Source: an optimization exercise on an open RTL-to-GDS flow (aim: small area, a short achievable clock period and few clock cycles per item). Production flows keep margins and buffers that such runs may drop.

== purple ==
==> flow/design.v <==
package sm3Pkg;
	typedef logic [31:0] wordT;
	typedef struct packed {
		wordT a;
		wordT b;
		wordT c;
		wordT d;
		wordT e;
		wordT f;
		wordT g;
		wordT h;
	} stateT;
	localparam int numRounds = 64;
	localparam int lowRounds = 16;
	localparam wordT tLow  = 32'h79cc4519;
	localparam wordT tHigh = 32'h7a879d8a;
	function automatic wordT rotl(input wordT x, input int n);
		rotl = (x << n) | (x >> (32 - n));
	endfunction
	function automatic wordT p0(input wordT x);
		p0 = x ^ rotl(x, 9) ^ rotl(x, 17);
	endfunction
	function automatic wordT p1(input wordT x);
		p1 = x ^ rotl(x, 15) ^ rotl(x, 23);
	endfunction
	function automatic wordT add2(input wordT x, input wordT y);
		logic [31:0] p;
		logic [31:0] g;
		logic [31:0] gp;
		logic [31:0] pp;
		int          k;
		p  = x ^ y;
		g  = x & y;
		gp = g;
		pp = p;
		for (int l = 0; l < 5; l++) begin
			for (int j = 0; j < 32; j++) begin
				if (((j >> l) & 1) == 1) begin
					k = ((j >> (l + 1)) << (l + 1)) + (1 << l) - 1;
					gp[j] = gp[j] | (pp[j] & gp[k]);
					pp[j] = pp[j] & pp[k];
				end
			end
		end
		add2 = p ^ {gp[30:0], 1'b0};
	endfunction
	function automatic wordT add3(input wordT x, input wordT y, input wordT z);
		wordT s;
		wordT c;
		s = x ^ y ^ z;
		c = (x & y) | (x & z) | (y & z);
		add3 = add2(s, {c[30:0], 1'b0});
	endfunction
endpackage
module sm3RoundCtrl (
	input  logic       clk,
	input  logic       enable,
	input  logic       start,
	output logic       accept,
	output logic       high,
	output logic       lastRound,
	output logic       lowLast,
	output logic       busy,
	output logic       done
);
	logic [5:0] roundCnt;
	assign accept    = start & ~busy;
	assign lastRound = busy & (roundCnt == 6'd63);
	assign lowLast   = roundCnt == 6'd15;
	always_ff @(posedge clk) begin
		if (accept) begin
			high <= 1'b0;
		end else if (lowLast) begin
			high <= 1'b1;
		end
	end
	always_ff @(posedge clk or posedge enable) begin
		if (enable) begin
			busy     <= 1'b0;
			done     <= 1'b0;
			roundCnt <= '0;
		end else begin
			done <= lastRound;
			if (accept) begin
				busy     <= 1'b1;
				roundCnt <= '0;
			end else if (busy) begin
				roundCnt <= roundCnt + 1'b1;
				if (lastRound) begin
					busy <= 1'b0;
				end
			end
		end
	end
endmodule
module sm3MsgExpand (
	input  logic          clk,
	input  logic          accept,
	input  logic [511:0]  block,
	output sm3Pkg::wordT  wNext,
	output sm3Pkg::wordT  wNextPrime
);
	logic [511:0] window;
	sm3Pkg::wordT mix;
	sm3Pkg::wordT nextWord;
	always_comb begin
		mix      = window[511:480] ^ window[287:256] ^ sm3Pkg::rotl(window[95:64], 15);
		nextWord = sm3Pkg::p1(mix) ^ sm3Pkg::rotl(window[415:384], 7) ^ window[191:160];
	end
	always_ff @(posedge clk) begin
		if (accept) begin
			window <= block;
		end else begin
			window <= {window[479:0], nextWord};
		end
	end
	assign wNext      = window[479:448];
	assign wNextPrime = window[479:448] ^ window[351:320];
endmodule
module sm3RoundState (
	input  logic              clk,
	input  logic              enable,
	input  logic              accept,
	input  logic              high,
	input  logic              lastRound,
	input  logic              lowLast,
	input  sm3Pkg::stateT     chainIn,
	input  logic [511:0]      block,
	input  sm3Pkg::wordT      wNext,
	input  sm3Pkg::wordT      wNextPrime,
	output sm3Pkg::stateT     chainOut
);
	sm3Pkg::stateT st;
	sm3Pkg::stateT savedChain;
	sm3Pkg::stateT nextSt;
	sm3Pkg::stateT finalSt;
	sm3Pkg::wordT tj;
	sm3Pkg::wordT a12;
	sm3Pkg::wordT ss1;
	sm3Pkg::wordT ss2;
	sm3Pkg::wordT ffv;
	sm3Pkg::wordT ggv;
	sm3Pkg::wordT x1;
	sm3Pkg::wordT x2;
	sm3Pkg::wordT tt1;
	sm3Pkg::wordT tt2;
	sm3Pkg::wordT dIn;
	sm3Pkg::wordT dW;
	sm3Pkg::wordT hIn;
	sm3Pkg::wordT hW;
	always_comb begin
		a12 = sm3Pkg::rotl(st.a, 12);
		ss1 = sm3Pkg::rotl(sm3Pkg::add3(a12, st.e, tj), 7);
		ss2 = ss1 ^ a12;
		if (high) begin
			ffv = (st.a & st.b) | (st.a & st.c) | (st.b & st.c);
			ggv = (st.e & st.f) | (~st.e & st.g);
		end else begin
			ffv = st.a ^ st.b ^ st.c;
			ggv = st.e ^ st.f ^ st.g;
		end
		x1  = sm3Pkg::add2(ffv, st.d);
		x2  = sm3Pkg::add2(ggv, st.h);
		tt1 = sm3Pkg::add2(x1, ss2);
		tt2 = sm3Pkg::add2(x2, ss1);
	end
	always_comb begin
		if (accept) begin
			dIn = chainIn.d;
			dW  = block[511:480] ^ block[383:352];
			hIn = chainIn.h;
			hW  = block[511:480];
		end else begin
			dIn = st.c;
			dW  = wNextPrime;
			hIn = st.g;
			hW  = wNext;
		end
	end
	always_comb begin
		nextSt.a = tt1;
		nextSt.b = st.a;
		nextSt.c = sm3Pkg::rotl(st.b, 9);
		nextSt.d = sm3Pkg::add2(dIn, dW);
		nextSt.e = sm3Pkg::p0(tt2);
		nextSt.f = st.e;
		nextSt.g = sm3Pkg::rotl(st.f, 19);
		nextSt.h = sm3Pkg::add2(hIn, hW);
	end
	always_comb begin
		finalSt   = nextSt;
		finalSt.d = st.c;
		finalSt.h = st.g;
	end
	always_ff @(posedge clk) begin
		if (accept) begin
			st.a <= chainIn.a;
			st.b <= chainIn.b;
			st.c <= chainIn.c;
			st.e <= chainIn.e;
			st.f <= chainIn.f;
			st.g <= chainIn.g;
			tj   <= sm3Pkg::tLow;
		end else begin
			st.a <= nextSt.a;
			st.b <= nextSt.b;
			st.c <= nextSt.c;
			st.e <= nextSt.e;
			st.f <= nextSt.f;
			st.g <= nextSt.g;
			if (lowLast) begin
				tj <= sm3Pkg::rotl(sm3Pkg::tHigh, 16);
			end else begin
				tj <= sm3Pkg::rotl(tj, 1);
			end
		end
		st.d <= nextSt.d;
		st.h <= nextSt.h;
	end
	always_ff @(posedge clk) begin
		if (accept) begin
			savedChain <= chainIn;
		end
	end
	always_ff @(posedge clk or posedge enable) begin
		if (enable) begin
			chainOut <= '0;
		end else if (lastRound) begin
			chainOut <= finalSt ^ savedChain;
		end
	end
endmodule
module sm3Compress (
	input  logic          clk,
	input  logic          enable,
	input  logic          start,
	input  logic [255:0]  chainIn,
	input  logic [511:0]  block,
	output logic [255:0]  chainOut,
	output logic          busy,
	output logic          done
);
	logic         accept;
	logic         high;
	logic         lastRound;
	logic         lowLast;
	sm3Pkg::wordT wNext;
	sm3Pkg::wordT wNextPrime;
	sm3RoundCtrl u_ctrl (
		.clk       (clk),
		.enable    (enable),
		.start     (start),
		.accept    (accept),
		.high      (high),
		.lastRound (lastRound),
		.lowLast   (lowLast),
		.busy      (busy),
		.done      (done)
	);
	sm3MsgExpand u_expand (
		.clk        (clk),
		.accept     (accept),
		.block      (block),
		.wNext      (wNext),
		.wNextPrime (wNextPrime)
	);
	sm3RoundState u_round (
		.clk        (clk),
		.enable     (enable),
		.accept     (accept),
		.high       (high),
		.lastRound  (lastRound),
		.lowLast    (lowLast),
		.chainIn    (chainIn),
		.block      (block),
		.wNext      (wNext),
		.wNextPrime (wNextPrime),
		.chainOut   (chainOut)
	);
endmodule
==> flow/config.mk <==
export PLATFORM = sky130hd
export DESIGN_NAME = sm3Compress
export DESIGN_NICKNAME = sm3Compress
export VERILOG_FILES = /design/flow/design.v
export SDC_FILE = /design/flow/constraint.sdc
export NUM_CORES = 4
export LEC_CHECK = 0
export CAP_MARGIN = 20
export CORE_MARGIN = 2
export CORE_UTILIZATION = 40
export PLACE_DENSITY = 0.6
export SETUP_SLACK_MARGIN = 5
export SLEW_MARGIN = 20
==> flow/constraint.sdc <==
create_clock -name core_clock -period 10.0 [get_ports {clk}]
set_input_delay 2.0000 -clock core_clock [delete_from_list [all_inputs] [get_ports {clk}]]
set_output_delay 2.0000 -clock core_clock [all_outputs]
set_load 0.01 [all_outputs]
standard.sh (not shown) runs the stock make flow with config.mk's settings and CLKGATE_MAP_FILE= SYNTH_SCRIPT=/design/flow/synth_recipe.tcl, a recipe that flattens the netlist after the stock synthesis.
==> flow/flow/run.sh <==
#!/bin/bash
set -e
export BUFFER_PORTS_ARGS="-buffer_cell sky130_fd_sc_hd__buf_1"
bash standard.sh > standard.log 2>&1
#### Input delta (blue over purple)
Settings: CORE_UTILIZATION: 40 -> 60; PLACE_DENSITY: 0.6 -> 0.7; ABC_AREA: unset -> 1.
- Synthesized area: blue higher than purple
- Delta (blue minus purple): non-clock buffer count saw a decrease, last weighted congestion value of the routability-driven placer went up 12%.
- blue: done, clean on timing, DRC and antenna
- Compared with purple, in blue via count up about 13%; final-layout worst hold slack up 0.0083 ns; synthesized cell count up 775.
- Global-route wire length before repair for blue is lower than for purple.
- blue: relative area of clock buffers and inverters in the final design lower than purple
Function was not checked in any run of this note: the RTL went through the layout flow alone.

==> re-timing with driven ports <==
The flow's constraints put no driver on any port. The routed layouts listed below were extracted and timed again, unchanged, in two steps.
Step 1 sets driving cells, clkbuf_16 on the clock port and buf_2 on the other inputs (assumed; they add their load-dependent delay and slew).
Step 2 times the ports against the registers' clock, not the clock port: input delays grow and output delays shrink by t, the midpoint of the rising clock arrivals with the driver on.
Three values: no drivers, after step 1, after step 2; two values: the first two.
run	t, ns	setup WS [ns]	hold WS [ns]	worst setup path at the end	slew at the worst register clock pin (ns)
purple	0.865	3.833 / 3.833 / 3.833	0.415 / 0.415 / 0.415	register to register	0.06 / 0.06
blue	0.841	4.878 / 4.878 / 4.301	0.424 / 0.424 / 0.424	input to register	0.07 / 0.07
After both steps setup and hold are still met in every run listed. The setup slack of blue, which loses most, moves by 0.000 ns with the drivers and by -0.577 ns with both steps.
